Source: an optimization exercise on an open RTL-to-GDS flow (aim: small area and a short achievable clock period). Production flows keep margins and buffers that such runs may drop. At most, simulation tests tie the RTL to the original design; equivalence was not proved. The RTL of runs 1 and 2 was laid out without a check of its function.

**flow/run.sh**
```bash
#!/bin/bash
# synth_recipe.tcl (not shown) runs the flow's synth.tcl, then flattens the netlist and writes it again
# the make line also repeats each setting of config.mk as NAME=value (left out here)
make -C /OpenROAD-flow-scripts/flow DESIGN_CONFIG=/design/flow/config.mk WORK_HOME=/design/flow/orfs CLKGATE_MAP_FILE= SYNTH_SCRIPT=/design/flow/synth_recipe.tcl finish
```
**flow/config.mk**
```make
export PLATFORM = sky130hd
export DESIGN_NAME = videoHorizontalStretch
export DESIGN_NICKNAME = videoHorizontalStretch
export VERILOG_FILES = /design/flow/design.v
export SDC_FILE = /design/flow/constraint.sdc
export NUM_CORES = 4
export LEC_CHECK = 0
export CAP_MARGIN = 20
export CORE_MARGIN = 2
export CORE_UTILIZATION = 50
export SETUP_SLACK_MARGIN = 4.3
export SLEW_MARGIN = 20
```
**flow/constraint.sdc**
```tcl
create_clock -name core_clock -period 9.0 [get_ports {scalerClock}]
set_input_delay 1.8000 -clock core_clock [delete_from_list [all_inputs] [get_ports {scalerClock}]]
set_output_delay 1.8000 -clock core_clock [all_outputs]
set_load 0.01 [all_outputs]
```
**flow/design.v**
```verilog
package stretchPkg;
    localparam int hActiveBits = 11;
    localparam int vActiveBits = 11;
    localparam int scaleFractionBits = 6;
    localparam int scaleBits = scaleFractionBits + 1;
    localparam int coordBits = hActiveBits + scaleFractionBits;
    function automatic logic [15:0] blendPixels(
        input logic [15:0] left,
        input logic [15:0] right,
        input logic [scaleFractionBits-1:0] fraction
    );
        logic signed [5:0] redDiff;
        logic signed [6:0] greenDiff;
        logic signed [5:0] blueDiff;
        logic signed [12:0] redStep;
        logic signed [13:0] greenStep;
        logic signed [12:0] blueStep;
        logic [4:0] red;
        logic [5:0] green;
        logic [4:0] blue;
        redDiff = $signed({1'b0, right[15:11]}) - $signed({1'b0, left[15:11]});
        greenDiff = $signed({1'b0, right[10:5]}) - $signed({1'b0, left[10:5]});
        blueDiff = $signed({1'b0, right[4:0]}) - $signed({1'b0, left[4:0]});
        redStep = redDiff * $signed({1'b0, fraction});
        greenStep = greenDiff * $signed({1'b0, fraction});
        blueStep = blueDiff * $signed({1'b0, fraction});
        red = left[15:11] + redStep[10:6];
        green = left[10:5] + greenStep[11:6];
        blue = left[4:0] + blueStep[10:6];
        blendPixels = {red, green, blue};
    endfunction
endpackage
`timescale 1ns/1ps
import stretchPkg::*;
module videoHorizontalStretch
#(
    parameter int chunkBits = 5,
    localparam int chunkNumBits = hActiveBits - chunkBits,
    localparam int requestBits = vActiveBits + chunkNumBits
) (
    input logic scalerClock,
    input logic reset,
    input logic [scaleBits-1:0] hShrinkFactor,
    input logic downstreamRequestEmpty,
    input logic [requestBits-1:0] downstreamRequestData,
    output logic downstreamRequestRead,
    output logic responseWrite,
    output logic [15:0] responseData,
    input logic responseFull,
    input logic upstreamRequestRead,
    output logic upstreamRequestEmpty,
    output logic [requestBits-1:0] upstreamRequestData,
    input logic upstreamPixelWrite,
    input logic [15:0] upstreamPixelData,
    output logic upstreamPixelFull
);
    localparam int queueBits = chunkNumBits;
    localparam int queueDepth = 1 << queueBits;
    localparam int pixelQueueBits = chunkBits + 1;
    localparam int pixelQueueDepth = 1 << pixelQueueBits;
    localparam int coordQueueDepth = 1 << chunkBits;
    localparam int chunkField = scaleFractionBits + chunkBits;
    logic walking;
    logic dsRead;
    logic firstColumn;
    logic [vActiveBits-1:0] currentRow;
    logic [chunkNumBits-1:0] currentChunk;
    logic [chunkBits-1:0] mapCount;
    logic [chunkNumBits-1:0] lastChunk;
    logic [chunkNumBits-1:0] previousChunk;
    logic lastValid;
    logic previousValid;
    logic [coordBits-1:0] coordAccum;
    logic coordFull;
    logic tagFull;
    logic [coordBits-1:0] baseCoord;
    logic [coordBits-1:0] secondCoord;
    logic [coordBits-1:0] coord;
    logic [chunkNumBits-1:0] accumChunk;
    logic [chunkNumBits-1:0] accumNextChunk;
    logic needThisChunk;
    logic needNextChunk;
    logic advance;
    logic requestPush;
    logic [chunkNumBits-1:0] issuedChunk;
    logic [requestBits-1:0] issuedRequest;
    assign baseCoord = coordBits'({currentChunk, {chunkBits{1'b0}}} * hShrinkFactor
        + hShrinkFactor[scaleBits-1:1]);
    assign secondCoord = coordBits'({currentChunk, {(chunkBits-1){1'b0}}, 1'b1} * hShrinkFactor
        + hShrinkFactor[scaleBits-1:1]);
    assign coord = firstColumn ? baseCoord : coordAccum;
    assign accumChunk = coordAccum[coordBits-1:chunkField];
    assign accumNextChunk = accumChunk + 1'b1;
    assign needThisChunk = firstColumn
        || !((lastValid && lastChunk == accumChunk) || (previousValid && previousChunk == accumChunk));
    assign needNextChunk = (coordAccum[scaleFractionBits-1:0] != '0)
        && (&coordAccum[chunkField-1:scaleFractionBits])
        && !((lastValid && lastChunk == accumNextChunk)
        || (previousValid && previousChunk == accumNextChunk));
    assign advance = walking && !coordFull && !tagFull;
    assign requestPush = advance && (needThisChunk || needNextChunk);
    assign issuedChunk = firstColumn ? baseCoord[coordBits-1:chunkField]
        : needThisChunk ? accumChunk : accumNextChunk;
    assign issuedRequest = {currentRow, issuedChunk};
    assign downstreamRequestRead = dsRead;
    always_ff @(posedge scalerClock or posedge reset) begin
        if (reset) begin
            walking <= 1'b0;
            dsRead <= 1'b0;
            mapCount <= '0;
            lastValid <= 1'b0;
            previousValid <= 1'b0;
        end else begin
            dsRead <= 1'b0;
            if (!walking) begin
                lastValid <= 1'b0;
                previousValid <= 1'b0;
                if (!downstreamRequestEmpty) begin
                    dsRead <= 1'b1;
                    mapCount <= '0;
                    walking <= 1'b1;
                end
            end else begin
                if (requestPush) begin
                    lastValid <= 1'b1;
                    previousValid <= lastValid;
                end
                if (advance) begin
                    mapCount <= mapCount + 1'b1;
                    if (&mapCount) begin
                        walking <= 1'b0;
                    end
                end
            end
        end
    end
    always_ff @(posedge scalerClock) begin
        if (!walking) begin
            if (!downstreamRequestEmpty) begin
                {currentRow, currentChunk} <= downstreamRequestData;
                firstColumn <= 1'b1;
            end
        end else begin
            if (requestPush) begin
                lastChunk <= issuedChunk;
                previousChunk <= lastChunk;
            end
            if (advance) begin
                firstColumn <= 1'b0;
                coordAccum <= firstColumn ? secondCoord : coordAccum + coordBits'(hShrinkFactor);
            end
        end
    end
    logic [requestBits-1:0] requestStore [queueDepth];
    logic [queueBits:0] requestWritePointer;
    logic [queueBits:0] requestNextPointer;
    logic [requestBits-1:0] requestHead;
    logic requestEmpty;
    logic requestPop;
    logic tagPop;
    logic [queueBits:0] tagReadPointer;
    logic [queueBits:0] tagCount;
    logic [chunkNumBits-1:0] headChunk;
    logic [pixelQueueBits+chunkNumBits-1:0] pixelReadPointer;
    assign requestPop = upstreamRequestRead && !requestEmpty;
    assign upstreamRequestEmpty = requestEmpty;
    assign upstreamRequestData = requestHead;
    assign tagReadPointer = pixelReadPointer[queueBits+chunkBits:chunkBits];
    assign tagCount = requestWritePointer - tagReadPointer;
    assign headChunk = requestStore[tagReadPointer[queueBits-1:0]][chunkNumBits-1:0];
    always_ff @(posedge scalerClock) begin
        if (requestPush) begin
            requestStore[requestWritePointer[queueBits-1:0]] <= issuedRequest;
        end
        if (requestPop) begin
            requestHead <= (requestNextPointer == requestWritePointer) ? issuedRequest
                : requestStore[requestNextPointer[queueBits-1:0]];
        end else if (requestEmpty) begin
            requestHead <= issuedRequest;
        end
    end
    always_ff @(posedge scalerClock or posedge reset) begin
        if (reset) begin
            requestWritePointer <= '0;
            requestNextPointer <= (queueBits+1)'(1);
            requestEmpty <= 1'b1;
            tagFull <= 1'b0;
        end else begin
            if (requestPush) begin
                requestWritePointer <= requestWritePointer + 1'b1;
            end
            if (requestPop) begin
                requestNextPointer <= requestNextPointer + 1'b1;
            end
            if (requestPush) begin
                requestEmpty <= 1'b0;
            end else if (requestPop) begin
                requestEmpty <= requestNextPointer == requestWritePointer;
            end
            if (requestPush && !tagPop) begin
                tagFull <= tagCount == (queueBits+1)'(queueDepth - 1);
            end else if (tagPop && !requestPush) begin
                tagFull <= 1'b0;
            end
        end
    end
    logic [15:0] pixelStore [pixelQueueDepth];
    logic [pixelQueueBits:0] pixelWritePointer;
    logic [pixelQueueBits-1:0] pixelNextPointer;
    logic [15:0] pixelHead;
    logic pixelFull;
    logic pixelEmpty;
    logic [15:0] leftColor;
    logic [15:0] rightColor;
    logic [hActiveBits-1:0] leftColumn;
    logic [hActiveBits-1:0] rightColumn;
    logic windowValid;
    logic rightLoaded;
    logic pixelPush;
    logic pixelReady;
    logic windowAdvance;
    logic [pixelQueueBits:0] pixelCount;
    logic [hActiveBits-1:0] headColumn;
    assign upstreamPixelFull = pixelFull;
    assign pixelPush = upstreamPixelWrite && !pixelFull;
    assign pixelReady = !pixelEmpty;
    assign pixelCount = pixelWritePointer - pixelReadPointer[pixelQueueBits:0];
    assign headColumn = {headChunk, pixelReadPointer[chunkBits-1:0]};
    assign tagPop = windowAdvance && (&pixelReadPointer[chunkBits-1:0]);
    always_ff @(posedge scalerClock) begin
        if (pixelPush) begin
            pixelStore[pixelWritePointer[pixelQueueBits-1:0]] <= upstreamPixelData;
        end
        if (windowAdvance) begin
            pixelHead <= (pixelNextPointer == pixelWritePointer[pixelQueueBits-1:0])
                ? upstreamPixelData : pixelStore[pixelNextPointer];
        end else if (pixelEmpty) begin
            pixelHead <= upstreamPixelData;
        end
    end
    always_ff @(posedge scalerClock or posedge reset) begin
        if (reset) begin
            pixelWritePointer <= '0;
            pixelReadPointer <= '0;
            pixelNextPointer <= pixelQueueBits'(1);
            pixelFull <= 1'b0;
            pixelEmpty <= 1'b1;
            windowValid <= 1'b0;
            rightLoaded <= 1'b0;
        end else begin
            if (pixelPush) begin
                pixelWritePointer <= pixelWritePointer + 1'b1;
            end
            if (windowAdvance) begin
                pixelReadPointer <= pixelReadPointer + 1'b1;
                pixelNextPointer <= pixelNextPointer + 1'b1;
                windowValid <= rightLoaded;
                rightLoaded <= 1'b1;
            end
            if (pixelPush && !windowAdvance) begin
                pixelFull <= pixelCount == (pixelQueueBits+1)'(pixelQueueDepth - 1);
                pixelEmpty <= 1'b0;
            end else if (windowAdvance && !pixelPush) begin
                pixelFull <= 1'b0;
                pixelEmpty <= pixelCount == (pixelQueueBits+1)'(1);
            end
        end
    end
    always_ff @(posedge scalerClock) begin
        if (windowAdvance) begin
            leftColor <= rightColor;
            leftColumn <= rightColumn;
            rightColor <= pixelHead;
            rightColumn <= headColumn;
        end
    end
    logic [chunkBits:0] coordCount;
    logic coordEmpty;
    logic [coordBits-1:0] headCoord;
    logic [coordBits-1:0] heldCoord;
    logic holdValid;
    logic covered;
    logic [15:0] blended;
    logic coordPush;
    logic coordRead;
    logic headIsLast;
    logic [chunkBits-1:0] headIndex;
    logic [hActiveBits-1:0] heldColumn;
    logic [scaleFractionBits-1:0] heldFraction;
    logic [hActiveBits-1:0] headCoordColumn;
    logic [scaleFractionBits-1:0] headCoordFraction;
    logic coveredIfRead;
    logic coveredIfAdvance;
    logic [15:0] blendLeft;
    logic [15:0] blendRight;
    logic [scaleFractionBits-1:0] blendFraction;
    assign {heldColumn, heldFraction} = heldCoord;
    assign {headCoordColumn, headCoordFraction} = headCoord;
    assign coordPush = advance;
    assign responseWrite = covered && !responseFull;
    assign responseData = blended;
    assign windowAdvance = holdValid && !covered && pixelReady;
    assign coordRead = !coordEmpty && (!holdValid || responseWrite);
    assign headIndex = mapCount - coordCount[chunkBits-1:0];
    assign headIsLast = &headIndex;
    assign coveredIfRead = windowValid && (leftColumn == headCoordColumn)
        && (headCoordFraction == '0 || rightColumn == headCoordColumn + 1'b1);
    assign coveredIfAdvance = rightLoaded && (rightColumn == heldColumn)
        && (heldFraction == '0 || headColumn == heldColumn + 1'b1);
    assign blendLeft = windowAdvance ? rightColor : leftColor;
    assign blendRight = windowAdvance ? pixelHead : rightColor;
    assign blendFraction = windowAdvance ? heldFraction : headCoordFraction;
    always_ff @(posedge scalerClock or posedge reset) begin
        if (reset) begin
            coordCount <= '0;
            coordFull <= 1'b0;
            coordEmpty <= 1'b1;
            holdValid <= 1'b0;
            covered <= 1'b0;
        end else begin
            if (coordPush && !coordRead) begin
                coordCount <= coordCount + 1'b1;
                coordFull <= coordCount == (chunkBits+1)'(coordQueueDepth - 1);
                coordEmpty <= 1'b0;
            end else if (coordRead && !coordPush) begin
                coordCount <= coordCount - 1'b1;
                coordFull <= 1'b0;
                coordEmpty <= coordCount == (chunkBits+1)'(1);
            end
            if (coordRead) begin
                holdValid <= 1'b1;
                covered <= coveredIfRead;
            end else if (responseWrite) begin
                holdValid <= 1'b0;
                covered <= 1'b0;
            end else if (windowAdvance) begin
                covered <= coveredIfAdvance;
            end
        end
    end
    always_ff @(posedge scalerClock) begin
        if (coordRead) begin
            if (!headIsLast) begin
                headCoord <= headCoord + coordBits'(hShrinkFactor);
            end else if (coordCount != (chunkBits+1)'(1)) begin
                headCoord <= baseCoord;
            end else begin
                headCoord <= coord;
            end
        end else if (coordEmpty) begin
            headCoord <= coord;
        end
        if (coordRead) begin
            heldCoord <= headCoord;
        end
        if (coordRead || windowAdvance) begin
            blended <= stretchPkg::blendPixels(blendLeft, blendRight, blendFraction);
        end
    end
endmodule
```
==> qor.txt, run 1 <==
most prevalent standard cell on the critical path -> fa_1
synthesized area per cell -> 18.1 µm²
Worst setup SP type -> register
utilization after layout -> 58.4%
Die Span Y -> 460 µm
fin nets -> 6,558
crit end category -> register
FF+latch count, synth -> 2,360
gp weighted congestion -> 0.820
Layout area overhead -> 16.2%
crit path DAT -> 8.06 ns
post-synthesis xor/xnor area fraction -> 2.19%
WL/cell -> 29.9 µm
total gr overflow -> 0
first-pass GRT wire length -> 396,000 µm
antenna violations before repair -> 14
largest family of logic cells by synthesized area -> multiplexers
clk slew on worst S/H paths -> 0.06 ns
setup violators final -> 0
maximum clock rate -> 134 MHz
Sum Neg Setup Slack -> 0 ns
Synth Area in Simple Gates -> 3.91%
DR vias/cell -> 6.18
Starting Density -> 50.3%
Routed Antenna Nets -> 0
status -> finished clean
CORE AREA -> 207,000 µm²
register area share after synthesis -> 67.5%
FF-to-FF Start -> pixelEmpty
CTS tree -> done
asr flop ratio synth -> 2.71%
CTS hold repair buffers -> 0
largest net degree at the start of global routing -> 118
layout cells sized above 1 -> 27.7%
Hold Crit Class -> register to register
Die Span X -> 460 µm
synth warn -> 1
Num CTS Buffers -> 238
Slew headroom -> 20.1%
fraction of the mapped netlist area in adder cells -> 4.43%
Root Buffer -> clkbuf_16
H-tree Lvls -> 4
Worst-Skew Late Latency -> 0.89 ns
# fillers -> 15,300
Final Cycle Share -> 83.2%
Pins Over Slew Limit -> 0
Final HPWL DP -> 155,000 µm
mux cell area share after synthesis -> 16.7%
Main synth FF type -> edfxtp_1
Max Clock Skew -> 0.0641 ns
Post-Syn Area -> 104,000 µm²
drt first-iter violations -> 5,963
critical path type -> register to register
Yosys cell types -> 81
Post-synth EDFFs -> 2,264
Total GRT Usage -> 25.8%
vias in the first global route -> 56,200
worst-margin pin slew -> 1.19 ns
hold_ws -> 0.446 ns
Max-cap violations -> 0
final hold violation count -> 0
clock sink total -> 2,360
Synth Area in Compound Gates -> 3.25%
I/O Buffers -> 82
vias -> 56,300
RSZ-0062 raised after global routing -> true
row count -> 167
critical path's largest stage delay -> 0.55 ns
Total Routed Length -> 272,000 µm
CTS Buffer Depth -> 3
WP data required -> 9.58 ns
# DRC -> 0
full die area -> 212,000 µm²
TritonRoute pass-1 iters -> 5
Syn Nets -> 6,097
source of the critical timing path -> pixelEmpty
worst hold start -> coordEmpty
critical path fanouts, max -> 7
I/O pin count -> 83
Cells after Synth -> 5,745
Final min period -> 7.49 ns
slowest stage cell, crit path -> dfstp_2
==> metrics by stage <==
step | instance area [µm²] | worst slack (ns) | std cells
global placement | 109000 | 0.799 | 8449
finish | 121000 | 1.51 | 9109
floorplan | 105000 | 1.35 | 5745
detailed placement | 109000 | 0.698 | 8450
global route | 121000 | 1.22 | 9103
CTS | 120000 | 1.53 | 9035
==> flip-flops by register name, summed over array words and instances (netlist names), 6 cells and up <==
signal / count
pixelHead: 16
rightColor: 16
coordAccum: 17
lastChunk: 6
pixelNextPointer: 6
requestNextPointer: 7
requestStore: 1088
heldCoord: 17
currentRow: 11
currentChunk: 6
requestHead: 17
coordCount: 6
previousChunk: 6
rightColumn: 11
requestWritePointer: 7
pixelReadPointer: 12
leftColumn: 11
leftColor: 16
headCoord: 17
blended: 16
pixelStore: 1024
pixelWritePointer: 7
==> worst max-delay path, delay by kind of cell, from the launching register on <==
| family | cells | cell delay [ns] |
|---|---|---|
| adders and majority gates | 8 | 3.14 |
| and+or+nand+nor | 9 | 1.35 |
| AOI/OAI and AO/OA | 6 | 1.07 |
| buffers and inverters | 6 | 0.57 |
| DFF | 1 | 0.55 |
| xor gates and xnor gates | 2 | 0.27 |
| muxes | 1 | 0.19 |
==> kinds of logic (layout without fill, tap and decap cells) <==
group | count (synthesis) | count (layout)
DFF | 2360 | 2360
muxes | 932 | 939
and+or+nand+nor | 852 | 852
AOI/OAI and AO/OA | 523 | 532
buffers and inverters | 512 | 1149
adders and majority gates | 307 | 307
xor gates and xnor gates | 259 | 259
other | 0 | 7
==> final timing paths <==
check / to / slack [ns] / depth (start not counted)
min in group asynchronous: pixelNextPointer[5] / 1.18 / 2
hold reg to reg: holdValid / 0.45 / 1
setup / recovery: blended[10] / 1.51 / 32
hold / removal: holdValid / 0.45 / 1
setup reg to reg: blended[10] / 1.51 / 32
max in group asynchronous: pixelReadPointer[6] / 6.46 / 3
==> placed cells by master (no fill, tap or decap), types with 74 or more instances in the layout <==
master     count
buf_4        277
a21oi_1       90
fa_1          98
clkbuf_16    244
nand2_1      232
mux4_2       637
mux2i_1      226
nor2_1       195
o22ai_1       74
inv_1        201
xnor2_1      155
o21ai_0       90
xor2_1        79
edfxtp_1    2264
ha_1         183
==> routing by layer <==
metal / track usage, % / part of all wire, % / vias up
met4: 5.57 / 2.1 / 4
met1: 39.0 / 43 / 29900
met3: 4.24 / 7.7 / 392
met5: 0 / 0.012 / -
met2: 40.0 / 47 / 2156
li1: - / - / 23900
==> what timing repair did <==
item | in CTS | in global routing
cloned | 39 | 4
gates resized for setup | 275 | 100
buffers inserted | 114 | 61
pin swaps | 110 | 86
setup endpoints to repair | 430 | 510
==> final cells by class <==
class | instances | area (µm²) | share of cell area (%)
sequential | 2360 | 70300 | 58.2
multi-input combinational | 2889 | 33600 | 27.8
clock buffer | 302 | 6260 | 5.18
timing repair buffer | 493 | 5260 | 4.35
tap | 2704 | 3380 | 2.80
clock inverter | 130 | 1260 | 1.04
inverter | 224 | 847 | 0.701
antenna | 7 | 17.5 | 0.0145
==> cells in the mapped netlist (all sizes together) (8+ instances only) <==
| cell | number | area [µm²] |
|---|---|---|
| edfxtp | 2264 | 68000 |
| o22ai | 76 | 475 |
| xor2 | 90 | 788 |
| nand3b | 8 | 63.8 |
| nor2b | 27 | 169 |
| nand3 | 39 | 195 |
| mux4 | 637 | 14300 |
| dfxtp | 32 | 641 |
| and3 | 11 | 68.8 |
| nor2 | 251 | 942 |
| o221ai | 48 | 420 |
| buf | 127 | 631 |
| a21o | 27 | 203 |
| ha | 203 | 2540 |
| a21boi | 10 | 75.1 |
| or3 | 11 | 68.8 |
| xnor2 | 169 | 1490 |
| and2 | 82 | 513 |
| fa | 103 | 2060 |
| clkbuf | 161 | 604 |
| o211ai | 9 | 67.6 |
| nand4 | 25 | 156 |
| a21oi | 111 | 556 |
| dfrtp | 59 | 1480 |
| nand2 | 254 | 953 |
| nand2b | 29 | 181 |
| o21a | 11 | 82.6 |
| mux2i | 233 | 2330 |
| a211oi | 46 | 345 |
| inv | 224 | 841 |
| nor3 | 48 | 240 |
| or2 | 17 | 106 |
| nor3b | 15 | 113 |
| a31oi | 17 | 106 |
| mux2 | 62 | 698 |
| o31ai | 16 | 120 |
| o21ai | 106 | 531 |
==> run 2: changes to the inputs <==
--- a/flow/config.mk
+++ b/flow/config.mk
@@ -7,6 +7,5 @@
 export LEC_CHECK = 0
 export CAP_MARGIN = 20
 export CORE_MARGIN = 2
-export CORE_UTILIZATION = 50
-export SETUP_SLACK_MARGIN = 4.3
+export CORE_UTILIZATION = 40
 export SLEW_MARGIN = 20
==> run 2 against run 1 <==
Net effect:
- first-iteration DRC count down 7.6%
- largest cell class unchanged
- maximum frequency down 11%
- utilization down 13 points
- critical endpoint unchanged
- global-route usage down 6.3 points
- die area up 25%
- sequential share of layout area up 1.6 points
- synthesized area unchanged
==> qor.txt, run 2 <==
first-pass GRT wire length -> 382,000 µm
Starting Density -> 40.2%
Cells after Synth -> 5,745
largest net degree at the start of global routing -> 137
Layout area overhead -> 13.1%
final hold violation count -> 0
maximum clock rate -> 119 MHz
postcts setup bufs -> 0
FF+latch count, synth -> 2,360
asr flop ratio synth -> 2.71%
Final min period -> 8.40 ns
vias -> 54,400
I/O Buffers -> 82
synth top area cells -> edfxtp_1, mux4_2, ha_1, mux2i_1, fa_1
post-route insts no fill -> 9,600
synthesized area per cell -> 18.1 µm²
critical path fanouts, max -> 19
routed wl met3 -> 16,000 µm
critical path's largest stage delay -> 0.51 ns
met1 wire length -> 112,000 µm
CP delay by family, top -> adder cells
drt first-iter violations -> 5,508
Total Routed Length -> 259,000 µm
Worst-Skew Late Latency -> 0.92 ns
# fillers -> 21,900
Total GRT Usage -> 19.6%
max reg flops -> 1,088
count leader, synth -> edfxtp_1
commonest non-fill, non-tap cell in the layout -> edfxtp_1
antenna violations before repair -> 3
clock sink total -> 2,360
clk slew on worst S/H paths -> 0.06 ns
crit path DAT -> 9.05 ns
Sum Neg Setup Slack -> 0 ns
commonest cells in the netlist -> edfxtp_1, mux4_2, nand2_1
Yosys cell types -> 81
register area share after synthesis -> 67.5%
WL/cell -> 27.0 µm
CORE AREA -> 259,000 µm²
Syn Nets -> 6,097
WP data required -> 9.65 ns
worst-margin pin slew -> 1.24 ns
full die area -> 264,000 µm²
metal2 WL -> 124,000 µm
Pins Over Slew Limit -> 0
Main synth FF type -> edfxtp_1
critical path type -> register to register
Final Cycle Share -> 93.3%
cts repair resizes -> 0
setup violators final -> 0
Max-cap violations -> 0
most frequent cells in the layout -> edfxtp_1, mux4_2, nand2_1, clkbuf_16, mux2i_1
Root Buffer -> clkbuf_16
Post-synth EDFFs -> 2,264
fin nets -> 6,341
CTS hold repair buffers -> 0
Die Span Y -> 514 µm
I/O pin count -> 83
Slew headroom -> 16.9%
vias in the first global route -> 56,000
Worst setup SP type -> register
H-tree Lvls -> 4
status -> finished clean
DR vias/cell -> 5.67
row count -> 187
Hold Crit Class -> register to register
Routed Antenna Nets -> 0
total gr overflow -> 0
placed insts -> 9,150
CTS Buffer Depth -> 3
Num CTS Buffers -> 239
DR top layer -> met5
Max Clock Skew -> 0.101 ns
crit end category -> register
layout cells sized above 1 -> 21.9%
# DRC -> 0
Final HPWL DP -> 156,000 µm
top cell type's share of synthesized area -> 65.4%
post-synth top area cell -> edfxtp_1
buffers and inverters on the worst path -> 4
gp weighted congestion -> 0.819
Die Span X -> 514 µm
slowest stage cell, crit path -> fa_1
synth warn -> 1
RSZ-0062 raised after global routing -> false
CTS tree -> done
TritonRoute pass-1 iters -> 5
Post-Syn Area -> 104,000 µm²
==> run 2: cell types whose count changed in the layout (fill, tap and decap cells not counted), sizes merged, moves of 7 or more <==
cell           previous run  this run
clkinv                  111       127
clkbuf                  306       283
mux2                     69        62
clkinvlp                  3        10
buf                     427       225
clkdlybuf4s50            58        66
bufinv                   14        23
==> run 2: cell families after synthesis <==
kind of cell	share of synthesized area, %
DFF	67.5
xor gates and xnor gates	2.19
buffers and inverters	2.00
adders and majority gates	4.43
and+or+nand+nor	3.91
muxes	16.7
AOI/OAI and AO/OA	3.25
==> run 2: final timing paths <==
kind	start	to	slack (ns)	depth (start not counted)
min in group asynchronous	reset	pixelNextPointer[4]	1.19	2
worst min-delay path	lastChunk[0]	previousChunk[0]	0.42	0
worst min register to register	lastChunk[0]	previousChunk[0]	0.42	0
worst max-delay path	pixelEmpty	blended[10]	0.60	33
worst max register to register	pixelEmpty	blended[10]	0.60	33
max in group asynchronous	reset	requestNextPointer[1]	6.48	3
==> run 2: cell type report <==
class	count	area (µm²)	share of cell area, %
Sequential cell	2360	70300	59.8
Multi-Input combinational cell	2873	32000	27.2
Clock buffer	283	6160	5.23
Tap cell	3402	4260	3.62
Timing Repair Buffer	291	2390	2.03
Clock inverter	164	1690	1.44
Inverter	224	842	0.716
Antenna cell	3	7.51	0.00638
==> run 2: per-layer routing <==
metal / GRT usage (%) / vias up
met5: 0 / -
met4: 5.79 / 2
met3: 3.10 / 366
met2: 31.3 / 1794
met1: 27.7 / 28900
li1: - / 23400
==> run 2: metrics by stage <==
step	util (%)	instance area, µm²	setup slack, ns	hold slack (ns)
finish	45.4	118000	0.603	0.423
global route	45.4	118000	0.0416	0.441
CTS	45.4	118000	0.624	0.424
detailed placement	42.4	110000	0.619	0.459
global placement	42.4	110000	0.760	0.456
floorplan	-	104000	0.0495	0.424
==> run 3: changes to the inputs <==
--- a/flow/design.v
+++ b/flow/design.v
@@ -4,30 +4,30 @@
     localparam int scaleFractionBits = 6;
     localparam int scaleBits = scaleFractionBits + 1;
     localparam int coordBits = hActiveBits + scaleFractionBits;
+    function automatic logic [5:0] blendChannel(
+        input logic [5:0] left,
+        input logic [5:0] right,
+        input logic [scaleFractionBits-1:0] fraction
+    );
+        logic [11:0] sum;
+        sum = {6'b0, left};
+        for (int i = 0; i < scaleFractionBits; i++) begin
+            sum = sum + ({6'b0, fraction[i] ? right : left} << i);
+        end
+        blendChannel = sum[11:6];
+    endfunction
     function automatic logic [15:0] blendPixels(
         input logic [15:0] left,
         input logic [15:0] right,
         input logic [scaleFractionBits-1:0] fraction
     );
-        logic signed [5:0] redDiff;
-        logic signed [6:0] greenDiff;
-        logic signed [5:0] blueDiff;
-        logic signed [12:0] redStep;
-        logic signed [13:0] greenStep;
-        logic signed [12:0] blueStep;
-        logic [4:0] red;
+        logic [5:0] red;
         logic [5:0] green;
-        logic [4:0] blue;
-        redDiff = $signed({1'b0, right[15:11]}) - $signed({1'b0, left[15:11]});
-        greenDiff = $signed({1'b0, right[10:5]}) - $signed({1'b0, left[10:5]});
-        blueDiff = $signed({1'b0, right[4:0]}) - $signed({1'b0, left[4:0]});
-        redStep = redDiff * $signed({1'b0, fraction});
-        greenStep = greenDiff * $signed({1'b0, fraction});
-        blueStep = blueDiff * $signed({1'b0, fraction});
-        red = left[15:11] + redStep[10:6];
-        green = left[10:5] + greenStep[11:6];
-        blue = left[4:0] + blueStep[10:6];
-        blendPixels = {red, green, blue};
+        logic [5:0] blue;
+        red = blendChannel({1'b0, left[15:11]}, {1'b0, right[15:11]}, fraction);
+        green = blendChannel(left[10:5], right[10:5], fraction);
+        blue = blendChannel({1'b0, left[4:0]}, {1'b0, right[4:0]}, fraction);
+        blendPixels = {red[4:0], green, blue[4:0]};
     endfunction
 endpackage
 `timescale 1ns/1ps
@@ -60,11 +60,14 @@
     localparam int pixelQueueDepth = 1 << pixelQueueBits;
     localparam int coordQueueDepth = 1 << chunkBits;
     localparam int chunkField = scaleFractionBits + chunkBits;
+    logic [scaleBits-1:0] shrink;
+    always_ff @(posedge scalerClock) begin
+        shrink <= hShrinkFactor;
+    end
     logic walking;
     logic dsRead;
-    logic firstColumn;
     logic [vActiveBits-1:0] currentRow;
-    logic [chunkNumBits-1:0] currentChunk;
+    logic [coordBits-1:0] baseCoord;
     logic [chunkBits-1:0] mapCount;
     logic [chunkNumBits-1:0] lastChunk;
     logic [chunkNumBits-1:0] previousChunk;
@@ -73,8 +76,7 @@
     logic [coordBits-1:0] coordAccum;
     logic coordFull;
     logic tagFull;
-    logic [coordBits-1:0] baseCoord;
-    logic [coordBits-1:0] secondCoord;
+    logic [coordBits-1:0] headBaseCoord;
     logic [coordBits-1:0] coord;
     logic [chunkNumBits-1:0] accumChunk;
     logic [chunkNumBits-1:0] accumNextChunk;
@@ -84,23 +86,20 @@
     logic requestPush;
     logic [chunkNumBits-1:0] issuedChunk;
     logic [requestBits-1:0] issuedRequest;
-    assign baseCoord = coordBits'({currentChunk, {chunkBits{1'b0}}} * hShrinkFactor
-        + hShrinkFactor[scaleBits-1:1]);
-    assign secondCoord = coordBits'({currentChunk, {(chunkBits-1){1'b0}}, 1'b1} * hShrinkFactor
-        + hShrinkFactor[scaleBits-1:1]);
-    assign coord = firstColumn ? baseCoord : coordAccum;
+    assign headBaseCoord = coordBits'({downstreamRequestData[chunkNumBits-1:0],
+        {chunkBits{1'b0}}} * shrink + shrink[scaleBits-1:1]);
+    assign coord = coordAccum;
     assign accumChunk = coordAccum[coordBits-1:chunkField];
     assign accumNextChunk = accumChunk + 1'b1;
-    assign needThisChunk = firstColumn
-        || !((lastValid && lastChunk == accumChunk) || (previousValid && previousChunk == accumChunk));
+    assign needThisChunk =
+        !((lastValid && lastChunk == accumChunk) || (previousValid && previousChunk == accumChunk));
     assign needNextChunk = (coordAccum[scaleFractionBits-1:0] != '0)
         && (&coordAccum[chunkField-1:scaleFractionBits])
         && !((lastValid && lastChunk == accumNextChunk)
         || (previousValid && previousChunk == accumNextChunk));
     assign advance = walking && !coordFull && !tagFull;
     assign requestPush = advance && (needThisChunk || needNextChunk);
-    assign issuedChunk = firstColumn ? baseCoord[coordBits-1:chunkField]
-        : needThisChunk ? accumChunk : accumNextChunk;
+    assign issuedChunk = needThisChunk ? accumChunk : accumNextChunk;
     assign issuedRequest = {currentRow, issuedChunk};
     assign downstreamRequestRead = dsRead;
     always_ff @(posedge scalerClock or posedge reset) begin
@@ -137,8 +136,9 @@
     always_ff @(posedge scalerClock) begin
         if (!walking) begin
             if (!downstreamRequestEmpty) begin
-                {currentRow, currentChunk} <= downstreamRequestData;
-                firstColumn <= 1'b1;
+                currentRow <= downstreamRequestData[requestBits-1:chunkNumBits];
+                baseCoord <= headBaseCoord;
+                coordAccum <= headBaseCoord;
             end
         end else begin
             if (requestPush) begin
@@ -146,8 +146,7 @@
                 previousChunk <= lastChunk;
             end
             if (advance) begin
-                firstColumn <= 1'b0;
-                coordAccum <= firstColumn ? secondCoord : coordAccum + coordBits'(hShrinkFactor);
+                coordAccum <= coordAccum + coordBits'(shrink);
             end
         end
     end
@@ -167,14 +166,26 @@
     assign upstreamRequestData = requestHead;
     assign tagReadPointer = pixelReadPointer[queueBits+chunkBits:chunkBits];
     assign tagCount = requestWritePointer - tagReadPointer;
-    assign headChunk = requestStore[tagReadPointer[queueBits-1:0]][chunkNumBits-1:0];
+    logic [requestBits-1:0] requestNextWord;
+    always_comb begin
+        headChunk = '0;
+        requestNextWord = '0;
+        for (int i = 0; i < queueDepth; i++) begin
+            if (tagReadPointer[queueBits-1:0] == queueBits'(i)) begin
+                headChunk = headChunk | requestStore[i][chunkNumBits-1:0];
+            end
+            if (requestNextPointer[queueBits-1:0] == queueBits'(i)) begin
+                requestNextWord = requestNextWord | requestStore[i];
+            end
+        end
+    end
     always_ff @(posedge scalerClock) begin
         if (requestPush) begin
             requestStore[requestWritePointer[queueBits-1:0]] <= issuedRequest;
         end
         if (requestPop) begin
             requestHead <= (requestNextPointer == requestWritePointer) ? issuedRequest
-                : requestStore[requestNextPointer[queueBits-1:0]];
+                : requestNextWord;
         end else if (requestEmpty) begin
             requestHead <= issuedRequest;
         end
@@ -226,6 +237,15 @@
     assign pixelReady = !pixelEmpty;
     assign pixelCount = pixelWritePointer - pixelReadPointer[pixelQueueBits:0];
     assign headColumn = {headChunk, pixelReadPointer[chunkBits-1:0]};
+    logic [15:0] pixelNextWord;
+    always_comb begin
+        pixelNextWord = '0;
+        for (int i = 0; i < pixelQueueDepth; i++) begin
+            if (pixelNextPointer == pixelQueueBits'(i)) begin
+                pixelNextWord = pixelNextWord | pixelStore[i];
+            end
+        end
+    end
     assign tagPop = windowAdvance && (&pixelReadPointer[chunkBits-1:0]);
     always_ff @(posedge scalerClock) begin
         if (pixelPush) begin
@@ -233,7 +253,7 @@
         end
         if (windowAdvance) begin
             pixelHead <= (pixelNextPointer == pixelWritePointer[pixelQueueBits-1:0])
-                ? upstreamPixelData : pixelStore[pixelNextPointer];
+                ? upstreamPixelData : pixelNextWord;
         end else if (pixelEmpty) begin
             pixelHead <= upstreamPixelData;
         end
@@ -341,7 +361,7 @@
     always_ff @(posedge scalerClock) begin
         if (coordRead) begin
             if (!headIsLast) begin
-                headCoord <= headCoord + coordBits'(hShrinkFactor);
+                headCoord <= headCoord + coordBits'(shrink);
             end else if (coordCount != (chunkBits+1)'(1)) begin
                 headCoord <= baseCoord;
             end else begin
--- a/flow/config.mk
+++ b/flow/config.mk
@@ -7,5 +7,6 @@
 export LEC_CHECK = 0
 export CAP_MARGIN = 20
 export CORE_MARGIN = 2
-export CORE_UTILIZATION = 40
+export CORE_UTILIZATION = 50
+export SETUP_SLACK_MARGIN = 4.5
 export SLEW_MARGIN = 20
==> run 3 against run 2 <==
Net effect:
- final cell count fell by 1.4%
- die area fell by 26%
- worst setup slack improved by 3.3 ns
- largest cell class unchanged
- critical endpoint unchanged
==> qor.txt, run 3 <==
Yosys cell types -> 79
top cell type's share of synthesized area -> 70.8%
Max Clock Skew -> 0.0470 ns
placed insts -> 8,900
Main synth FF type -> edfxtp_1
Slew headroom -> 10.8%
full die area -> 196,000 µm²
hold_ws -> 0.474 ns
post-synth top area cell -> edfxtp_1
critical path type -> register to register
Worst-Skew Late Latency -> 0.93 ns
worst hold start -> lastChunk[0]
Layout area overhead -> 16.7%
synthesized area per cell -> 15.3 µm²
most prevalent standard cell on the critical path -> fa_1
DR vias/cell -> 7.29
critical path fanouts, max -> 8
register area share after synthesis -> 73.3%
fin nets -> 6,972
Total GRT Usage -> 41.1%
FF+latch count, synth -> 2,377
count leader, synth -> edfxtp_1
Final min period -> 5.07 ns
TritonRoute pass-1 iters -> 7
layout cells sized above 1 -> 17.3%
Starting Density -> 50.2%
clock sink total -> 2,377
largest net degree at the start of global routing -> 67
Post-Syn Area -> 96,500 µm²
H-tree Lvls -> 4
crit end category -> register
most frequent cells in the layout -> edfxtp_1, a22oi_1, nand3_1, buf_4, nand4_1
vias -> 69,000
critical path's largest stage delay -> 0.57 ns
maximum clock rate -> 197 MHz
CTS Buffer Depth -> 3
asr flop ratio synth -> 2.69%
slowest stage cell, crit path -> fa_1
Worst setup SP type -> register
Total Routed Length -> 412,000 µm
Hold Crit Class -> register to register
CORE AREA -> 192,000 µm²
crit path DAT -> 5.73 ns
Cells after Synth -> 6,289
CTS tree -> done
CTS hold repair buffers -> 0
WL/cell -> 43.5 µm
source of the critical timing path -> pixelEmpty
Die Span Y -> 443 µm
Routed Antenna Nets -> 0
antenna violations before repair -> 23
commonest cells in the netlist -> edfxtp_1, a22oi_1, nand3_1
first-pass GRT wire length -> 546,000 µm
setup violators final -> 0
clk slew on worst S/H paths -> 0.06 ns
max reg flops -> 1,088
row count -> 161
I/O pin count -> 83
Root Buffer -> clkbuf_16
CP delay by family, top -> adder cells
Pins Over Slew Limit -> 0
Final HPWL DP -> 244,000 µm
WP data required -> 9.67 ns
Syn Nets -> 6,539
Sum Neg Setup Slack -> 0 ns
Post-synth EDFFs -> 2,274
# DRC -> 0
post-route insts no fill -> 9,467
synth warn -> 1
drt first-iter violations -> 13,500
vias in the first global route -> 63,600
Num CTS Buffers -> 236
commonest non-fill, non-tap cell in the layout -> edfxtp_1
RSZ-0062 raised after global routing -> true
Final Cycle Share -> 56.3%
worst-margin pin slew -> 1.34 ns
gp weighted congestion -> 1.01
buffers and inverters on the worst path -> 4
status -> finished clean
synth top area cells -> edfxtp_1, a22oi_1, nand4_1, nand3_1, fa_1
total gr overflow -> 0
I/O Buffers -> 82
FF-to-FF Start -> pixelEmpty
final hold violation count -> 0
worst-path cell chain -> nand3b_4 > buf_12 > inv_12 > buf_6 > nor2_4 > a21oi_4 > nand2_1 > o21ai_2 > fa_1 > fa_1 > fa_1 > inv_1 > fa_1 > ha_1 > nand3_2 > a2111oi_4 > o21ai_2 > a21boi_2 > o211ai_1 > nand2_1 > a21oi_2 > xnor2_1
Max-cap violations -> 0
Die Span X -> 443 µm
[run 3: stage by stage]
stage	worst slack, ns	cell area [µm²]	util [%]
detailed placement	2.54	103000	53.6
global placement	2.60	103000	53.6
global route	3.72	113000	58.6
floorplan	3.65	96900	-
CTS	3.88	112000	58.2
finish	3.93	113000	58.6
[run 3: worst paths after layout]
path | end | slack, ns | depth (start not counted)
worst min register to register | previousChunk[0] | 0.47 | 0
max in group asynchronous | dsRead | 6.74 | 3
worst min-delay path | previousChunk[0] | 0.47 | 0
min in group asynchronous | pixelNextPointer[2] | 1.17 | 2
worst max-delay path | blended[10] | 3.93 | 22
worst max register to register | blended[10] | 3.93 | 22
[run 3: worst register-to-register path: cells and delay by family, from the launching register on]
kind	cells	cell delay (ns)
AND/OR/NAND/NOR	5	0.65
buffers and inverters	4	0.39
XOR/XNOR	1	0.11
adder cells (fa/ha/maj)	5	2.28
AO/OA/AOI/OAI	7	0.86
flip-flops	1	0.53
[run 3: what timing repair did]
item                                    CTS  global route
hold endpoints to repair                  0             0
endpoints found under the setup margin  480           441
pin swaps                                50            41
setup buffers                            62            35
resized for setup                       101            64
cloned                                   10             0
[run 3: area by class of cell]
cell class	count	area, µm²
fill	14900	79600
sequential	2377	70700
multi-input combinational	3446	26100
clock buffer	286	6250
timing repair buffer	499	4160
tap	2526	3160
clock inverter	154	1580
inverter	159	614
timing repair inverter	3	47.5
antenna	17	42.5
[run 3: routing by layer]
metal	vias to the layer above	wire length (µm)	GRT usage (%)
met5	-	304	0.659
met4	29	35900	28.6
met3	1727	59900	13.9
met2	6548	177000	60.3
met1	34500	139000	51.4
li1	26200	-	-
[run 3: kinds of logic after synthesis]
| kind of cell | count (synthesis) | synth area share, % |
|---|---|---|
| XOR/XNOR | 203 | 1.84 |
| buffers and inverters | 471 | 1.96 |
| flip-flops | 2377 | 73.3 |
| AND/OR/NAND/NOR | 1616 | 8.55 |
| AO/OA/AOI/OAI | 1361 | 10.5 |
| multiplexers | 56 | 0.602 |
| adder cells (fa/ha/maj) | 205 | 3.29 |
==> run 4: changes to the inputs <==
--- a/flow/design.v
+++ b/flow/design.v
@@ -4,30 +4,52 @@
     localparam int scaleFractionBits = 6;
     localparam int scaleBits = scaleFractionBits + 1;
     localparam int coordBits = hActiveBits + scaleFractionBits;
-    function automatic logic [5:0] blendChannel(
+    function automatic logic [12:0] blendChannelPartial(
         input logic [5:0] left,
         input logic [5:0] right,
         input logic [scaleFractionBits-1:0] fraction
     );
-        logic [11:0] sum;
-        sum = {6'b0, left};
+        logic [11:0] row [7];
+        logic [11:0] s1, c1, s2, c2, s3, c3, s4, c4, s5, c5;
+        logic [6:0] low;
+        row[0] = {6'b0, left};
         for (int i = 0; i < scaleFractionBits; i++) begin
-            sum = sum + ({6'b0, fraction[i] ? right : left} << i);
+            row[i+1] = {6'b0, fraction[i] ? right : left} << i;
         end
-        blendChannel = sum[11:6];
+        s1 = row[0] ^ row[1] ^ row[2];
+        c1 = ((row[0] & row[1]) | (row[0] & row[2]) | (row[1] & row[2])) << 1;
+        s2 = row[3] ^ row[4] ^ row[5];
+        c2 = ((row[3] & row[4]) | (row[3] & row[5]) | (row[4] & row[5])) << 1;
+        s3 = s1 ^ c1 ^ s2;
+        c3 = ((s1 & c1) | (s1 & s2) | (c1 & s2)) << 1;
+        s4 = s3 ^ c3 ^ c2;
+        c4 = ((s3 & c3) | (s3 & c2) | (c3 & c2)) << 1;
+        s5 = s4 ^ c4 ^ row[6];
+        c5 = ((s4 & c4) | (s4 & row[6]) | (c4 & row[6])) << 1;
+        low = {1'b0, s5[5:0]} + {1'b0, c5[5:0]};
+        blendChannelPartial = {s5[11:6], c5[11:6], low[6]};
     endfunction
-    function automatic logic [15:0] blendPixels(
+    function automatic logic [5:0] blendChannelFinish(input logic [12:0] partial);
+        blendChannelFinish = partial[12:7] + partial[6:1] + {5'b0, partial[0]};
+    endfunction
+    function automatic logic [38:0] blendPixelsPartial(
         input logic [15:0] left,
         input logic [15:0] right,
         input logic [scaleFractionBits-1:0] fraction
     );
+        blendPixelsPartial = {
+            blendChannelPartial({1'b0, left[15:11]}, {1'b0, right[15:11]}, fraction),
+            blendChannelPartial(left[10:5], right[10:5], fraction),
+            blendChannelPartial({1'b0, left[4:0]}, {1'b0, right[4:0]}, fraction)};
+    endfunction
+    function automatic logic [15:0] blendPixelsFinish(input logic [38:0] partial);
         logic [5:0] red;
         logic [5:0] green;
         logic [5:0] blue;
-        red = blendChannel({1'b0, left[15:11]}, {1'b0, right[15:11]}, fraction);
-        green = blendChannel(left[10:5], right[10:5], fraction);
-        blue = blendChannel({1'b0, left[4:0]}, {1'b0, right[4:0]}, fraction);
-        blendPixels = {red[4:0], green, blue[4:0]};
+        red = blendChannelFinish(partial[38:26]);
+        green = blendChannelFinish(partial[25:13]);
+        blue = blendChannelFinish(partial[12:0]);
+        blendPixelsFinish = {red[4:0], green, blue[4:0]};
     endfunction
 endpackage
 `timescale 1ns/1ps
@@ -73,10 +95,13 @@
     logic [chunkNumBits-1:0] previousChunk;
     logic lastValid;
     logic previousValid;
+    logic [coordBits-1:0] accumSum;
+    logic [coordBits-1:0] accumCarry;
     logic [coordBits-1:0] coordAccum;
     logic coordFull;
     logic tagFull;
-    logic [coordBits-1:0] headBaseCoord;
+    logic [coordBits-1:0] headBaseSum;
+    logic [coordBits-1:0] headBaseCarry;
     logic [coordBits-1:0] coord;
     logic [chunkNumBits-1:0] accumChunk;
     logic [chunkNumBits-1:0] accumNextChunk;
@@ -86,17 +111,61 @@
     logic requestPush;
     logic [chunkNumBits-1:0] issuedChunk;
     logic [requestBits-1:0] issuedRequest;
-    assign headBaseCoord = coordBits'({downstreamRequestData[chunkNumBits-1:0],
-        {chunkBits{1'b0}}} * shrink + shrink[scaleBits-1:1]);
+    logic [coordBits-1:0] productRow [chunkNumBits];
+    logic [coordBits-1:0] ps1, pc1, ps2, pc2, ps3, pc3, ps4, pc4, ps5, pc5, halfRow;
+    logic [coordBits-1:0] shrinkRow;
+    always_comb begin
+        for (int j = 0; j < chunkNumBits; j++) begin
+            productRow[j] = downstreamRequestData[j] ? (coordBits'(shrink) << (j + chunkBits)) : '0;
+        end
+        halfRow = coordBits'(shrink[scaleBits-1:1]);
+        ps1 = productRow[0] ^ productRow[1] ^ productRow[2];
+        pc1 = ((productRow[0] & productRow[1]) | (productRow[0] & productRow[2])
+            | (productRow[1] & productRow[2])) << 1;
+        ps2 = productRow[3] ^ productRow[4] ^ productRow[5];
+        pc2 = ((productRow[3] & productRow[4]) | (productRow[3] & productRow[5])
+            | (productRow[4] & productRow[5])) << 1;
+        ps3 = ps1 ^ pc1 ^ ps2;
+        pc3 = ((ps1 & pc1) | (ps1 & ps2) | (pc1 & ps2)) << 1;
+        ps4 = pc2 ^ halfRow;
+        pc4 = (pc2 & halfRow) << 1;
+        ps5 = ps3 ^ pc3 ^ ps4;
+        pc5 = ((ps3 & pc3) | (ps3 & ps4) | (pc3 & ps4)) << 1;
+    end
+    assign headBaseSum = ps5 ^ pc5 ^ pc4;
+    assign headBaseCarry = ((ps5 & pc5) | (ps5 & pc4) | (pc5 & pc4)) << 1;
+    assign coordAccum = accumSum + accumCarry;
+    assign shrinkRow = coordBits'(shrink);
     assign coord = coordAccum;
     assign accumChunk = coordAccum[coordBits-1:chunkField];
     assign accumNextChunk = accumChunk + 1'b1;
-    assign needThisChunk =
-        !((lastValid && lastChunk == accumChunk) || (previousValid && previousChunk == accumChunk));
-    assign needNextChunk = (coordAccum[scaleFractionBits-1:0] != '0)
-        && (&coordAccum[chunkField-1:scaleFractionBits])
-        && !((lastValid && lastChunk == accumNextChunk)
-        || (previousValid && previousChunk == accumNextChunk));
+    logic needThisNext;
+    logic needNextNext;
+    logic [coordBits-1:0] stepSum;
+    logic [coordBits-1:0] stepCarry;
+    logic [coordBits-1:0] stepCoord;
+    logic [chunkNumBits-1:0] stepChunk;
+    logic [chunkNumBits-1:0] stepNextChunk;
+    logic [chunkNumBits-1:0] lastChunkNext;
+    logic [chunkNumBits-1:0] previousChunkNext;
+    logic lastValidNext;
+    logic previousValidNext;
+    assign stepSum = accumSum ^ accumCarry ^ shrinkRow;
+    assign stepCarry = ((accumSum & accumCarry) | (accumSum & shrinkRow)
+        | (accumCarry & shrinkRow)) << 1;
+    assign stepCoord = stepSum + stepCarry;
+    assign stepChunk = stepCoord[coordBits-1:chunkField];
+    assign stepNextChunk = stepChunk + 1'b1;
+    assign lastChunkNext = requestPush ? issuedChunk : lastChunk;
+    assign previousChunkNext = requestPush ? lastChunk : previousChunk;
+    assign lastValidNext = requestPush || lastValid;
+    assign previousValidNext = requestPush ? lastValid : previousValid;
+    assign needThisNext = !((lastValidNext && lastChunkNext == stepChunk)
+        || (previousValidNext && previousChunkNext == stepChunk));
+    assign needNextNext = (stepCoord[scaleFractionBits-1:0] != '0)
+        && (&stepCoord[chunkField-1:scaleFractionBits])
+        && !((lastValidNext && lastChunkNext == stepNextChunk)
+        || (previousValidNext && previousChunkNext == stepNextChunk));
     assign advance = walking && !coordFull && !tagFull;
     assign requestPush = advance && (needThisChunk || needNextChunk);
     assign issuedChunk = needThisChunk ? accumChunk : accumNextChunk;
@@ -137,8 +206,10 @@
         if (!walking) begin
             if (!downstreamRequestEmpty) begin
                 currentRow <= downstreamRequestData[requestBits-1:chunkNumBits];
-                baseCoord <= headBaseCoord;
-                coordAccum <= headBaseCoord;
+                accumSum <= headBaseSum;
+                accumCarry <= headBaseCarry;
+                needThisChunk <= 1'b1;
+                needNextChunk <= 1'b0;
             end
         end else begin
             if (requestPush) begin
@@ -146,7 +217,13 @@
                 previousChunk <= lastChunk;
             end
             if (advance) begin
-                coordAccum <= coordAccum + coordBits'(shrink);
+                accumSum <= stepSum;
+                accumCarry <= stepCarry;
+                needThisChunk <= needThisNext;
+                needNextChunk <= needNextNext;
+                if (mapCount == '0) begin
+                    baseCoord <= coordAccum;
+                end
             end
         end
     end
@@ -180,7 +257,7 @@
         end
     end
     always_ff @(posedge scalerClock) begin
-        if (requestPush) begin
+        if (!tagFull) begin
             requestStore[requestWritePointer[queueBits-1:0]] <= issuedRequest;
         end
         if (requestPop) begin
@@ -247,8 +324,17 @@
         end
     end
     assign tagPop = windowAdvance && (&pixelReadPointer[chunkBits-1:0]);
+    logic pixelEmptyNext;
+    always_comb begin
+        pixelEmptyNext = pixelEmpty;
+        if (pixelPush && !windowAdvance) begin
+            pixelEmptyNext = 1'b0;
+        end else if (windowAdvance && !pixelPush) begin
+            pixelEmptyNext = pixelCount == (pixelQueueBits+1)'(1);
+        end
+    end
     always_ff @(posedge scalerClock) begin
-        if (pixelPush) begin
+        if (!pixelFull) begin
             pixelStore[pixelWritePointer[pixelQueueBits-1:0]] <= upstreamPixelData;
         end
         if (windowAdvance) begin
@@ -279,11 +365,10 @@
             end
             if (pixelPush && !windowAdvance) begin
                 pixelFull <= pixelCount == (pixelQueueBits+1)'(pixelQueueDepth - 1);
-                pixelEmpty <= 1'b0;
             end else if (windowAdvance && !pixelPush) begin
                 pixelFull <= 1'b0;
-                pixelEmpty <= pixelCount == (pixelQueueBits+1)'(1);
             end
+            pixelEmpty <= pixelEmptyNext;
         end
     end
     always_ff @(posedge scalerClock) begin
@@ -300,7 +385,7 @@
     logic [coordBits-1:0] heldCoord;
     logic holdValid;
     logic covered;
-    logic [15:0] blended;
+    logic [38:0] blended;
     logic coordPush;
     logic coordRead;
     logic headIsLast;
@@ -318,8 +403,11 @@
     assign {headCoordColumn, headCoordFraction} = headCoord;
     assign coordPush = advance;
     assign responseWrite = covered && !responseFull;
-    assign responseData = blended;
-    assign windowAdvance = holdValid && !covered && pixelReady;
+    assign responseData = stretchPkg::blendPixelsFinish(blended);
+    logic advanceNext;
+    logic holdValidNext;
+    logic coveredNext;
+    assign advanceNext = holdValidNext && !coveredNext && !pixelEmptyNext;
     assign coordRead = !coordEmpty && (!holdValid || responseWrite);
     assign headIndex = mapCount - coordCount[chunkBits-1:0];
     assign headIsLast = &headIndex;
@@ -330,6 +418,19 @@
     assign blendLeft = windowAdvance ? rightColor : leftColor;
     assign blendRight = windowAdvance ? pixelHead : rightColor;
     assign blendFraction = windowAdvance ? heldFraction : headCoordFraction;
+    always_comb begin
+        holdValidNext = holdValid;
+        coveredNext = covered;
+        if (coordRead) begin
+            holdValidNext = 1'b1;
+            coveredNext = coveredIfRead;
+        end else if (responseWrite) begin
+            holdValidNext = 1'b0;
+            coveredNext = 1'b0;
+        end else if (windowAdvance) begin
+            coveredNext = coveredIfAdvance;
+        end
+    end
     always_ff @(posedge scalerClock or posedge reset) begin
         if (reset) begin
             coordCount <= '0;
@@ -337,6 +438,7 @@
             coordEmpty <= 1'b1;
             holdValid <= 1'b0;
             covered <= 1'b0;
+            windowAdvance <= 1'b0;
         end else begin
             if (coordPush && !coordRead) begin
                 coordCount <= coordCount + 1'b1;
@@ -347,15 +449,9 @@
                 coordFull <= 1'b0;
                 coordEmpty <= coordCount == (chunkBits+1)'(1);
             end
-            if (coordRead) begin
-                holdValid <= 1'b1;
-                covered <= coveredIfRead;
-            end else if (responseWrite) begin
-                holdValid <= 1'b0;
-                covered <= 1'b0;
-            end else if (windowAdvance) begin
-                covered <= coveredIfAdvance;
-            end
+            holdValid <= holdValidNext;
+            covered <= coveredNext;
+            windowAdvance <= advanceNext;
         end
     end
     always_ff @(posedge scalerClock) begin
@@ -374,7 +470,7 @@
             heldCoord <= headCoord;
         end
         if (coordRead || windowAdvance) begin
-            blended <= stretchPkg::blendPixels(blendLeft, blendRight, blendFraction);
+            blended <= stretchPkg::blendPixelsPartial(blendLeft, blendRight, blendFraction);
         end
     end
 endmodule
==> flow/config.mk (replaced) <==
export PLATFORM = sky130hd
export DESIGN_NAME = videoHorizontalStretch
export DESIGN_NICKNAME = videoHorizontalStretch
export VERILOG_FILES = /design/flow/design.v
export SDC_FILE = /design/flow/constraint.sdc
export NUM_CORES = 4
export LEC_CHECK = 0
export CAP_MARGIN = 25
export CORE_MARGIN = 2
export CORE_UTILIZATION = 70
export CTS_CLUSTER_DIAMETER = 100
export CTS_CLUSTER_SIZE = 20
export SETUP_SLACK_MARGIN = 4.7
export SLEW_MARGIN = 25
==> run 4 against run 3 <==
Net effect:
- still clean on timing, DRC and antenna
- synthesized cell count increased by 3.3%
- clock-buffer cell count decreased by 122
- maximum frequency increased by 9.7%
- synthesized area increased by 2.6%
- critical path type unchanged
- highest routed layer unchanged
==> qor.txt, run 4 <==
post-synth top area cell -> edfxtp_1
Final min period -> 4.62 ns
full die area -> 144,000 µm²
Starting Density -> 70.3%
# DRC -> 0
Layout area overhead -> 11.2%
slowest stage cell, crit path -> nor4_1
Total Routed Length -> 399,000 µm
Place WS -> 4.06 ns
Pins Over Slew Limit -> 0
asr flop ratio synth -> 2.69%
Slew headroom -> 15.3%
hold_ws -> 0.498 ns
Hold Crit Class -> register to register
Cells after Synth -> 6,498
CTS hold repair buffers -> 0
r2r setup slk -> 4.38 ns
CORE AREA -> 141,000 µm²
Root Buffer -> clkbuf_16
row count -> 138
max reg flops -> 1,088
FF-to-FF Start -> pixelReadPointer[7]
RSZ-0062 raised after global routing -> true
first-pass GRT wire length -> 531,000 µm
CTS tree -> done
synth top area cells -> edfxtp_1, a22oi_1, nand4_1, fa_1, nand3_1
crit end category -> register
H-tree Lvls -> 4
critical path's largest stage delay -> 1.02 ns
antenna violations before repair -> 39
clk slew on worst S/H paths -> 0.08 ns
Routed Antenna Nets -> 0
Die Span X -> 380 µm
vias in the first global route -> 67,300
Worst setup SP type -> register
Final WS setup -> 4.38 ns
Final Cycle Share -> 51.3%
gp weighted congestion -> 1.06
I/O Buffers -> 82
Die Span Y -> 380 µm
WL/cell -> 45.6 µm
Final HPWL DP -> 234,000 µm
critical path type -> register to register
worst-path cell chain -> nor2_4 > buf_4 > buf_4 > nand3_1 > nand4_1 > nor4_1 > nand3_1 > xnor2_1 > nand4_1 > o31ai_1 > a211oi_1
top cell type's share of synthesized area -> 70.0%
Syn Nets -> 6,781
Post-Syn Area -> 99,000 µm²
Sum Neg Setup Slack -> 0 ns
Total GRT Usage -> 54.0%
fin nets -> 7,081
utilization after layout -> 78.1%
drt first-iter violations -> 17,800
TritonRoute pass-1 iters -> 17
DR vias/cell -> 8.39
WP data required -> 9.67 ns
crit path DAT -> 5.29 ns
worst hold start -> pixelWritePointer[6]
Worst Hold End -> pixelWritePointer[6]
Post-synth EDFFs -> 2,308
status -> finished clean
largest net degree at the start of global routing -> 93
post-route cell area -> 110,000 µm²
post-route insts no fill -> 8,750
Critical R2R Capture -> windowAdvance
worst-margin pin slew -> 1.27 ns
synth warn -> 5
layout cells sized above 1 -> 14.6%
final hold violation count -> 0
vias -> 73,400
setup violators final -> 0
most frequent cells in the layout -> edfxtp_1, a22oi_1, nand3_1, buf_4, nand4_1
synthesized area per cell -> 15.2 µm²
critical path fanouts, max -> 54
Num CTS Buffers -> 138
commonest non-fill, non-tap cell in the layout -> edfxtp_1
register area share after synthesis -> 72.4%
maximum clock rate -> 216 MHz
Main synth FF type -> edfxtp_1
FF+latch count, synth -> 2,412
Area after DPL -> 104,000 µm²
commonest cells in the netlist -> edfxtp_1, a22oi_1, nor2_1
placed insts -> 8,455
I/O pin count -> 83
Yosys cell types -> 88
worst r2r path cells -> 11
Hold Path Stages -> 1
CTS Buffer Depth -> 3
count leader, synth -> edfxtp_1
Max-cap violations -> 0
clock sink total -> 2,412
Max Clock Skew -> 0.0469 ns
total gr overflow -> 0
Worst-Skew Late Latency -> 0.86 ns
[run 4: logic make-up after synthesis]
kind of cell               count (synthesis)  share of synthesized area (%)
DFF                                     2412                           72.4
and+or+nand+nor                         1653                           8.56
buffers and inverters                    507                           1.92
adders and majority gates                237                           3.80
muxes                                     78                          0.845
xor gates and xnor gates                 193                           1.75
AOI/OAI and AO/OA                       1418                           10.7
[run 4: layout make-up]
type,count,area [µm²]
Clock inverter,14,293
Multi-Input combinational cell,3579,27100
Fill cell,7806,30800
Sequential cell,2412,71800
Tap cell,1890,2360
Clock buffer,164,3600
Antenna cell,24,60.1
Timing Repair Buffer,476,4140
Inverter,190,718
Timing Repair inverter,1,5.00
[run 4: critical path: cells and delay by family (launching register included)]
family                    cells  cell delay, ns
AOI/OAI and AO/OA             2            0.54
xor gates and xnor gates      1            0.25
buffers and inverters         2            0.80
DFF                           1            0.76
and+or+nand+nor               6            2.02
[run 4: repair_timing]
item | CTS | global route
setup buffers | 14 | 60
cloned | 0 | 8
setup endpoints to repair | 74 | 62
pin swaps | 11 | 40
resized for setup | 64 | 122
[run 4: how the worst max path moves through the flow]
stage,from,endpoint,cells past startpoint
6_report,pixelReadPointer[7],windowAdvance,11
5_1_grt,windowAdvance,blended[0],15
4_1_cts,blended[0],responseData[4],8
3_5_place_dp,downstreamRequestData[4],accumSum[11],9
3_3_place_gp,downstreamRequestData[4],accumSum[12],9
2_1_floorplan,windowAdvance,blended[13],14
[run 4: layer usage]
layer	vias to the layer above	routed length (µm)	GRT usage [%]	share of wire (%)
li1	26500	-	-	-
met4	62	46700	46.0	12
met2	9378	159000	72.4	40
met1	34500	115000	64.1	29
met5	-	1090	2.94	0.27
met3	2963	76900	27.9	19

## re-timing with driven ports
In the flow no input, the clock included, has a driving cell. The finished layouts below were timed again as built, in two steps.
Step 1 assumes that a clkbuf_16 drives the clock port and a buf_2 every other input.
Step 2 times the ports against the registers' clock, not the clock port: input delays grow and output delays shrink by t, the midpoint of the rising clock arrivals with the driver on.
Three values: ideal ports, drivers, drivers and shift; two values: the first two.
| run | t, ns | slack for setup (ns) | worst setup path after step 2 |
|---|---|---|---|
| run 1 | 0.946 | 1.513 / 1.513 / 1.513 | register to register |
| run 2 | 0.959 | 0.603 / 0.603 / 0.603 | register to register |
| run 3 | 1.002 | 3.932 / 3.932 / 3.358 | input to register |
| run 4 | 0.925 | 4.380 / 4.380 / 3.938 | input to register |
After both steps every run listed still meets setup and hold. For run 3, which loses most, drivers alone change the setup slack by 0.000 ns; drivers and shift together by -0.574 ns.
